Source: an optimization exercise on an open RTL-to-GDS flow (aim: small area). Production flows keep margins and buffers that such runs may drop.
In this exercise RTL edits were held to simulation tests only and were not proved equivalent to the original.

==> build 64 <==
## median_pressure_fan_regulator
module median_pressure_fan_regulator
#(
  parameter int unsigned SAMPLES = 10
) (
  input  logic                  clk_i,
  input  logic                  rst_ni,
  input  logic                  cfg_we_i,
  input  logic [1:0]            cfg_idx_i,
  input  logic [15:0]           cfg_data_i,
  input  logic                  sample_valid_i,
  output logic                  sample_ready_o,
  input  logic signed [15:0]    sample_raw_pressure_i,
  input  logic                  sample_read_ok_i,
  input  logic [15:0]           sample_drive_frequency_i,
  output logic                  result_valid_o,
  input  logic                  result_ready_i,
  output logic signed [8:0]     result_median_pressure_o,
  output logic [15:0]           result_new_frequency_o,
  output logic                  result_command_issued_o,
  output logic                  result_at_target_o
);
==> module mpfr_back, before the edit <==
module mpfr_back (
  input  logic                 clk_i,
  input  logic                 rst_ni,
  input  logic                 job_valid_i,
  input  logic [JOB_W-1:0]     job_i,
  output logic                 pop_o,
  input  logic [SET_W-1:0]     setpoint_i,
  input  logic [FREQ_W-1:0]    max_freq_i,
  input  logic [THR_W-1:0]     threshold_i,
  input  logic [UNIT_W-1:0]    unit_i,
  input  logic [BIG_W-1:0]     big_i,
  output logic                 result_valid_o,
  input  logic                 result_ready_i,
  output logic signed [8:0]    result_median_pressure_o,
  output logic [15:0]          result_new_frequency_o,
  output logic                 result_command_issued_o,
  output logic                 result_at_target_o
);
  logic                       b1_valid_q;
  logic [SAMPLE_W-1:0]        med_q;
  logic [FREQ_W-1:0]          freq_q;
  logic                       out_valid_q;
  logic [SAMPLE_W-1:0]        out_med_q;
  logic [FREQ_W-1:0]          out_freq_q;
  logic                       out_issued_q;
  logic                       out_free, b1_adv, b1_load;
  logic [9:0]                 diff;
  logic                       above, below, far;
  logic                       ge_big, use_big_dn, use_big, low_max, zero, le_max;
  logic [BIG_W-1:0]           step;
  logic [17:0]                sum;
  logic [FREQ_W-1:0]          cmd;
  assign out_free = !out_valid_q || result_ready_i;
  assign b1_adv   = b1_valid_q && out_free;
  assign b1_load  = !b1_valid_q || b1_adv;
  assign pop_o    = job_valid_i && b1_load;
  assign diff  = {2'b0, setpoint_i} - {med_q[8], med_q};
  assign above = diff[9];
  assign below = !diff[9] && (diff != 10'd0);
  mpfr_add #(.W(10)) u_far (
    .a (diff ^ {10{above}}), .b (~{2'b0, threshold_i}), .ci (above), .s (), .co (far)
  );
  mpfr_ge #(.W(BIG_W)) u_ge_big (.a ({1'b0, freq_q}), .b (big_i), .ge (ge_big));
  assign use_big_dn = far && ge_big;
  assign use_big    = above ? use_big_dn : far;
  assign step       = use_big ? big_i : BIG_W'(unit_i);
  assign sum = {2'b0, freq_q} + ({1'b0, step} ^ {18{above}}) + 18'(above);
  assign low_max = (max_freq_i[15:7] == '0) && (max_freq_i[6:0] <= 7'd100);
  assign zero    = !(below || above) || (above && !use_big_dn && (sum[17] || low_max));
  mpfr_ge #(.W(18)) u_le (.a ({2'b0, max_freq_i}), .b (sum), .ge (le_max));
  assign cmd     = zero ? '0 : (le_max ? sum[15:0] : max_freq_i);
  always_ff @(posedge clk_i or negedge rst_ni) begin
    if (!rst_ni) begin
      b1_valid_q  <= 1'b0;
      out_valid_q <= 1'b0;
    end else begin
      if (b1_load)  b1_valid_q  <= job_valid_i;
      if (out_free) out_valid_q <= b1_valid_q;
    end
  end
  always_ff @(posedge clk_i) begin
    if (pop_o) begin
      med_q  <= job_i[SAMPLE_W-1:0];
      freq_q <= job_i[SAMPLE_W +: FREQ_W];
    end
    if (b1_adv) begin
      out_med_q    <= med_q;
      out_freq_q   <= cmd;
      out_issued_q <= below || above;
    end
  end
  assign result_valid_o           = out_valid_q;
  assign result_median_pressure_o = out_med_q;
  assign result_new_frequency_o   = out_freq_q;
  assign result_command_issued_o  = out_issued_q;
  assign result_at_target_o       = !out_issued_q;
endmodule
clock: 10.0 ns
lec_check: 0
abc_area: 1
cap_margin: 20
core_margin: 2
core_utilization: 40
cts_cluster_diameter: 100
cts_cluster_size: 25
slew_margin: 20
standard.sh (not shown) runs the stock make flow with config.mk's settings and CLKGATE_MAP_FILE= SYNTH_SCRIPT=/design/flow/synth_recipe.tcl, a recipe that flattens the netlist after the stock synthesis.
==> flow/flow/run.sh <==
#!/bin/bash
# standard layout, with the smallest buffer on every input and output port and
# non-critical gates downsized after global routing
set -o pipefail
export BUFFER_PORTS_ARGS="-buffer_cell sky130_fd_sc_hd__buf_1"
export RECOVER_POWER=100
bash standard.sh > standard.log 2>&1
==> inputs of trial 41, as changes to build 64 <==
--- a/flow/design.v
+++ b/flow/design.v
@@ -36,14 +36,35 @@
   logic [W:0] c;
   assign c[0] = 1'b1;
   for (genvar i = 0; i < W; i++) begin : g_bit
     assign c[i+1] = (a[i] & ~b[i]) | ((a[i] | ~b[i]) & c[i]);
   end
   assign ge = c[W];
 endmodule
+module mpfr_addf #(
+  parameter int unsigned W = 8
+) (
+  input  logic [W-1:0] a,
+  input  logic [W-1:0] b,
+  input  logic         ci,
+  output logic [W-1:0] s,
+  output logic         co
+);
+  logic [W-1:0] p, g;
+  logic [W:0]   c;
+  assign p    = a ^ b;
+  assign g    = a & b;
+  assign c[0] = ci;
+  for (genvar i = 0; i < W; i += 2) begin : g_pair
+    assign c[i+1] = g[i] | (p[i] & c[i]);
+    assign c[i+2] = g[i+1] | (p[i+1] & g[i]) | (p[i+1] & p[i] & c[i]);
+  end
+  assign s  = p ^ c[W-1:0];
+  assign co = c[W];
+endmodule
 import mpfr_pkg::*;
 module mpfr_front (
   input  logic                 clk_i,
   input  logic                 rst_ni,
   input  logic                 sample_valid_i,
   output logic                 sample_ready_o,
   input  logic signed [15:0]   sample_raw_pressure_i,
@@ -51,16 +72,15 @@
   input  logic [15:0]          sample_drive_frequency_i,
   input  logic                 full_i,
   output logic                 push_o,
   output logic [JOB_W-1:0]     job_o
 );
   logic                s1_valid_q;
   logic                s1_neg_q;
-  logic [7:0]          s1_hi_q;
-  logic                s1_d1_q, s1_d2_q;
+  logic [7:0]          s1_quot_q;
   logic [3:0]          cnt_q;
   logic [SAMPLE_W-1:0] t_q [5];
   logic [RAW_W-1:0]    raw_val;
   logic                neg;
   logic [11:0]         a;
   logic [4:0]          hs1;
   logic                hs1_c;
@@ -82,23 +102,23 @@
     .a (a[11:8]), .b (a[7:4]), .ci (neg && (raw_val[3:0] == 4'd0)), .s (hs1[3:0]), .co (hs1_c)
   );
   assign hs1[4] = hs1_c;
   mpfr_add #(.W(5)) u_hs2 (.a (hs1), .b ({1'b0, a[3:0]}), .ci (1'b0), .s (hsum[4:0]), .co (hs2_c));
   assign hsum[5] = hs2_c;
   assign d1 = hsum[5] | hsum[4] | (hsum[3:0] == 4'hf);
   assign d2 = hsum[5] | (hsum[4:1] == 4'hf);
-  mpfr_add #(.W(4)) u_h2p (.a (s1_hi_q[7:4]), .b ('0), .ci (s1_d2_q), .s (h2p), .co ());
-  mpfr_add #(.W(8)) u_quot (.a (s1_hi_q), .b ({4'b0, h2p}), .ci (s1_d1_q), .s (quot), .co ());
+  mpfr_add #(.W(4)) u_h2p (.a (a[11:8]), .b ('0), .ci (d2), .s (h2p), .co ());
+  mpfr_add #(.W(8)) u_quot (.a (a[11:4]), .b ({4'b0, h2p}), .ci (d1), .s (quot), .co ());
   for (genvar k = 0; k < 7; k++) begin : g_th
-    mpfr_ge #(.W(8)) u_th (.a (quot), .b (8'(20 * k + 1)), .ge (th[k]));
+    mpfr_ge #(.W(8)) u_th (.a (s1_quot_q), .b (8'(20 * k + 1)), .ge (th[k]));
   end
   assign cdiv = {th[3], (th[1] & !th[3]) | th[5],
                  (th[0] & !th[1]) | (th[2] & !th[3]) | (th[4] & !th[5]) | th[6]};
   mpfr_add #(.W(SAMPLE_W)) u_x (
-    .a ({1'b0, quot} ^ {9{s1_neg_q}}), .b (~{6'b0, cdiv} ^ {9{s1_neg_q}}), .ci (1'b1),
+    .a ({1'b0, s1_quot_q} ^ {9{s1_neg_q}}), .b (~{6'b0, cdiv} ^ {9{s1_neg_q}}), .ci (1'b1),
     .s (key), .co ()
   );
   assign last           = (cnt_q == 4'd9);
   assign commit         = s1_valid_q && (!last || !full_i);
   assign in_ready       = !s1_valid_q || commit;
   assign sample_ready_o = in_ready;
   assign push_o         = s1_valid_q && last && !full_i;
@@ -130,17 +150,15 @@
         cnt_q <= last ? 4'd0 : cnt_q + 4'd1;
       end
     end
   end
   always_ff @(posedge clk_i) begin
     if (take) begin
       s1_neg_q <= neg;
-      s1_hi_q  <= a[11:4];
-      s1_d1_q  <= d1;
-      s1_d2_q  <= d2;
+      s1_quot_q <= quot;
     end
     if (commit) begin
       for (int i = 2; i < 5; i++) t_q[i] <= tn[i];
     end
     if (park) begin
       {t_q[1][6:0], t_q[0]} <= sample_drive_frequency_i;
     end else if (commit) begin
@@ -233,15 +251,17 @@
   mpfr_add #(.W(10)) u_far (
     .a (diff ^ {10{above}}), .b (~{2'b0, threshold_i}), .ci (above), .s (), .co (far)
   );
   mpfr_ge #(.W(BIG_W)) u_ge_big (.a ({1'b0, freq_q}), .b (big_i), .ge (ge_big));
   assign use_big_dn = far && ge_big;
   assign use_big    = above ? use_big_dn : far;
   assign step       = use_big ? big_i : BIG_W'(unit_i);
-  assign sum = {2'b0, freq_q} + ({1'b0, step} ^ {18{above}}) + 18'(above);
+  mpfr_addf #(.W(18)) u_sum (
+    .a ({2'b0, freq_q}), .b ({1'b0, step} ^ {18{above}}), .ci (above), .s (sum), .co ()
+  );
   assign low_max = (max_freq_i[15:7] == '0) && (max_freq_i[6:0] <= 7'd100);
   assign zero    = !(below || above) || (above && !use_big_dn && (sum[17] || low_max));
   mpfr_ge #(.W(18)) u_le (.a ({2'b0, max_freq_i}), .b (sum), .ge (le_max));
   assign cmd     = zero ? '0 : (le_max ? sum[15:0] : max_freq_i);
   always_ff @(posedge clk_i or negedge rst_ni) begin
     if (!rst_ni) begin
       b1_valid_q  <= 1'b0;
==> flow/flow/run.sh (replaced) <==
#!/bin/bash
# standard layout, with the smallest buffer on every input and output port and
# clock tree synthesis without dummy loads
set -o pipefail
export BUFFER_PORTS_ARGS="-buffer_cell sky130_fd_sc_hd__buf_1"
export CTS_ARGS="-sink_clustering_enable -repair_clock_nets -sink_clustering_size 16 -sink_clustering_max_diameter 70 -buf_list sky130_fd_sc_hd__clkbuf_8 -dont_use_dummy_load"
bash standard.sh > standard.log 2>&1
==> flow/config.mk (replaced) <==
export PLATFORM = sky130hd
export DESIGN_NAME = median_pressure_fan_regulator
export DESIGN_NICKNAME = median_pressure_fan_regulator
export VERILOG_FILES = /design/flow/design.v
export SDC_FILE = /design/flow/constraint.sdc
export NUM_CORES = 4
export LEC_CHECK = 0
export ABC_AREA = 1
export CAP_MARGIN = 20
export CORE_MARGIN = 2
export CORE_UTILIZATION = 65
export PLACE_DENSITY = 0.8
export SLEW_MARGIN = 20
==> inputs of trial 1, as changes to build 64 <==
--- a/flow/design.v
+++ b/flow/design.v
@@ -213,30 +213,31 @@
   logic [SAMPLE_W-1:0]        med_q;
   logic [FREQ_W-1:0]          freq_q;
   logic                       out_valid_q;
   logic [SAMPLE_W-1:0]        out_med_q;
   logic [FREQ_W-1:0]          out_freq_q;
   logic                       out_issued_q;
   logic                       out_free, b1_adv, b1_load;
-  logic [9:0]                 diff;
-  logic                       above, below, far;
-  logic                       ge_big, use_big_dn, use_big, low_max, zero, le_max;
+  logic [9:0]                 diff, dsum;
+  logic                       above, below, far_up, far_dn, far;
+  logic                       ge_big, use_big_dn, use_big, low_max, zero, sum_ok, le_max;
   logic [BIG_W-1:0]           step;
   logic [17:0]                sum;
   logic [FREQ_W-1:0]          cmd;
   assign out_free = !out_valid_q || result_ready_i;
   assign b1_adv   = b1_valid_q && out_free;
   assign b1_load  = !b1_valid_q || b1_adv;
   assign pop_o    = job_valid_i && b1_load;
-  assign diff  = {2'b0, setpoint_i} - {med_q[8], med_q};
-  assign above = diff[9];
-  assign below = !diff[9] && (diff != 10'd0);
-  mpfr_add #(.W(10)) u_far (
-    .a (diff ^ {10{above}}), .b (~{2'b0, threshold_i}), .ci (above), .s (), .co (far)
-  );
+  assign diff   = {2'b0, setpoint_i} - {med_q[8], med_q};
+  assign above  = diff[9];
+  assign below  = !diff[9] && (diff != 10'd0);
+  assign dsum   = diff + {2'b0, threshold_i};
+  assign far_up = diff > {2'b0, threshold_i};
+  assign far_dn = dsum[9];
+  assign far    = above ? far_dn : far_up;
   mpfr_ge #(.W(BIG_W)) u_ge_big (.a ({1'b0, freq_q}), .b (big_i), .ge (ge_big));
   assign use_big_dn = far && ge_big;
   assign use_big    = above ? use_big_dn : far;
   assign step       = use_big ? big_i : BIG_W'(unit_i);
   assign sum = {2'b0, freq_q} + ({1'b0, step} ^ {18{above}}) + 18'(above);
   assign low_max = (max_freq_i[15:7] == '0) && (max_freq_i[6:0] <= 7'd100);
   assign zero    = !(below || above) || (above && !use_big_dn && (sum[17] || low_max));
==> flow/run.sh (new file) <==
#!/bin/bash
# synth_recipe.tcl (not shown) runs the flow's synth.tcl, then flattens the netlist and writes it again
# the make line also repeats each setting of config.mk as NAME=value (left out here)
make -C /OpenROAD-flow-scripts/flow DESIGN_CONFIG=/design/flow/config.mk WORK_HOME=/design/flow/orfs CLKGATE_MAP_FILE= SYNTH_SCRIPT=/design/flow/synth_recipe.tcl finish
--- a/flow/config.mk
+++ b/flow/config.mk
@@ -5,10 +5,9 @@
 export SDC_FILE = /design/flow/constraint.sdc
 export NUM_CORES = 4
 export LEC_CHECK = 0
 export ABC_AREA = 1
 export CAP_MARGIN = 20
 export CORE_MARGIN = 2
 export CORE_UTILIZATION = 40
-export CTS_CLUSTER_DIAMETER = 100
-export CTS_CLUSTER_SIZE = 25
+export CTS_BUF_LIST = sky130_fd_sc_hd__clkbuf_4
 export SLEW_MARGIN = 20
removed: flow/flow/run.sh
removed: flow/standard.sh
==> reports/results.txt <==
Nonclk inv count -> 318
Violated checks -> max-capacitance violations, max-slew violations
Post-synth EDFFs -> 156
Status -> complete, but fails checks
Final Max Tran Viols -> 77
Met1 WL -> 15,400 µm
Nets -> 2,010
Maxcap violations -> 3
Source of the figures above: build 64

==> reports/results.txt <==
Final Max Tran Viols -> 0
Met1 WL -> 15,600 µm
Status -> finished clean
Post-synth EDFFs -> 156
Most frequent cells in the layout -> nand2_1 (441), inv_1 (318), edfxtp_1 (156)
Drt first pass iters -> 5
Die Span X -> 199 µm
ClkCell Share -> 4.93%
Worst hold path startpoint -> u_back.med_q[1]$_DFFE_PP_
Nets -> 2,070
Critical R2R Launch -> quick_q[1]$_DFFE_PN1P_
Nonclk inv count -> 327
Source of the figures above: trial 1

==> reports/results.txt <==
Status -> finished clean
Final Max Tran Viols -> 0
Post-synth EDFFs -> 155
Nonclk inv count -> 317
Met1 WL -> 13,000 µm
Maxcap violations -> 0
Num CTS Buffers -> 19
Source of the figures above: trial 41

what the ideal ports hide:
How much do the figures lean on ideal ports? The routed layouts below were timed once more, with nothing changed but the port constraints.
Step 1 (the two cells are an assumption about what drives the block):
set clk [get_ports {clk_i}]
set_driving_cell -lib_cell sky130_fd_sc_hd__clkbuf_16 $clk
set_driving_cell -lib_cell sky130_fd_sc_hd__buf_2 [delete_from_list [all_inputs] $clk]
Step 2 times the ports against the registers' clock, not the clock port: input delays grow and output delays shrink by t, the midpoint of the rising clock arrivals with the driver on.
a / b / c = ideal ports / drivers / drivers and shift; a / b = the first two.
run	t (ns)	setup slack, ns	worst setup path after step 2
build 64	0.535	0.701 / 0.701 / 0.701	register to register
trial 41	0.564	0.714 / 0.714 / 0.714	register to register
trial 1	0.738	0.789 / 0.789 / 0.789	register to register
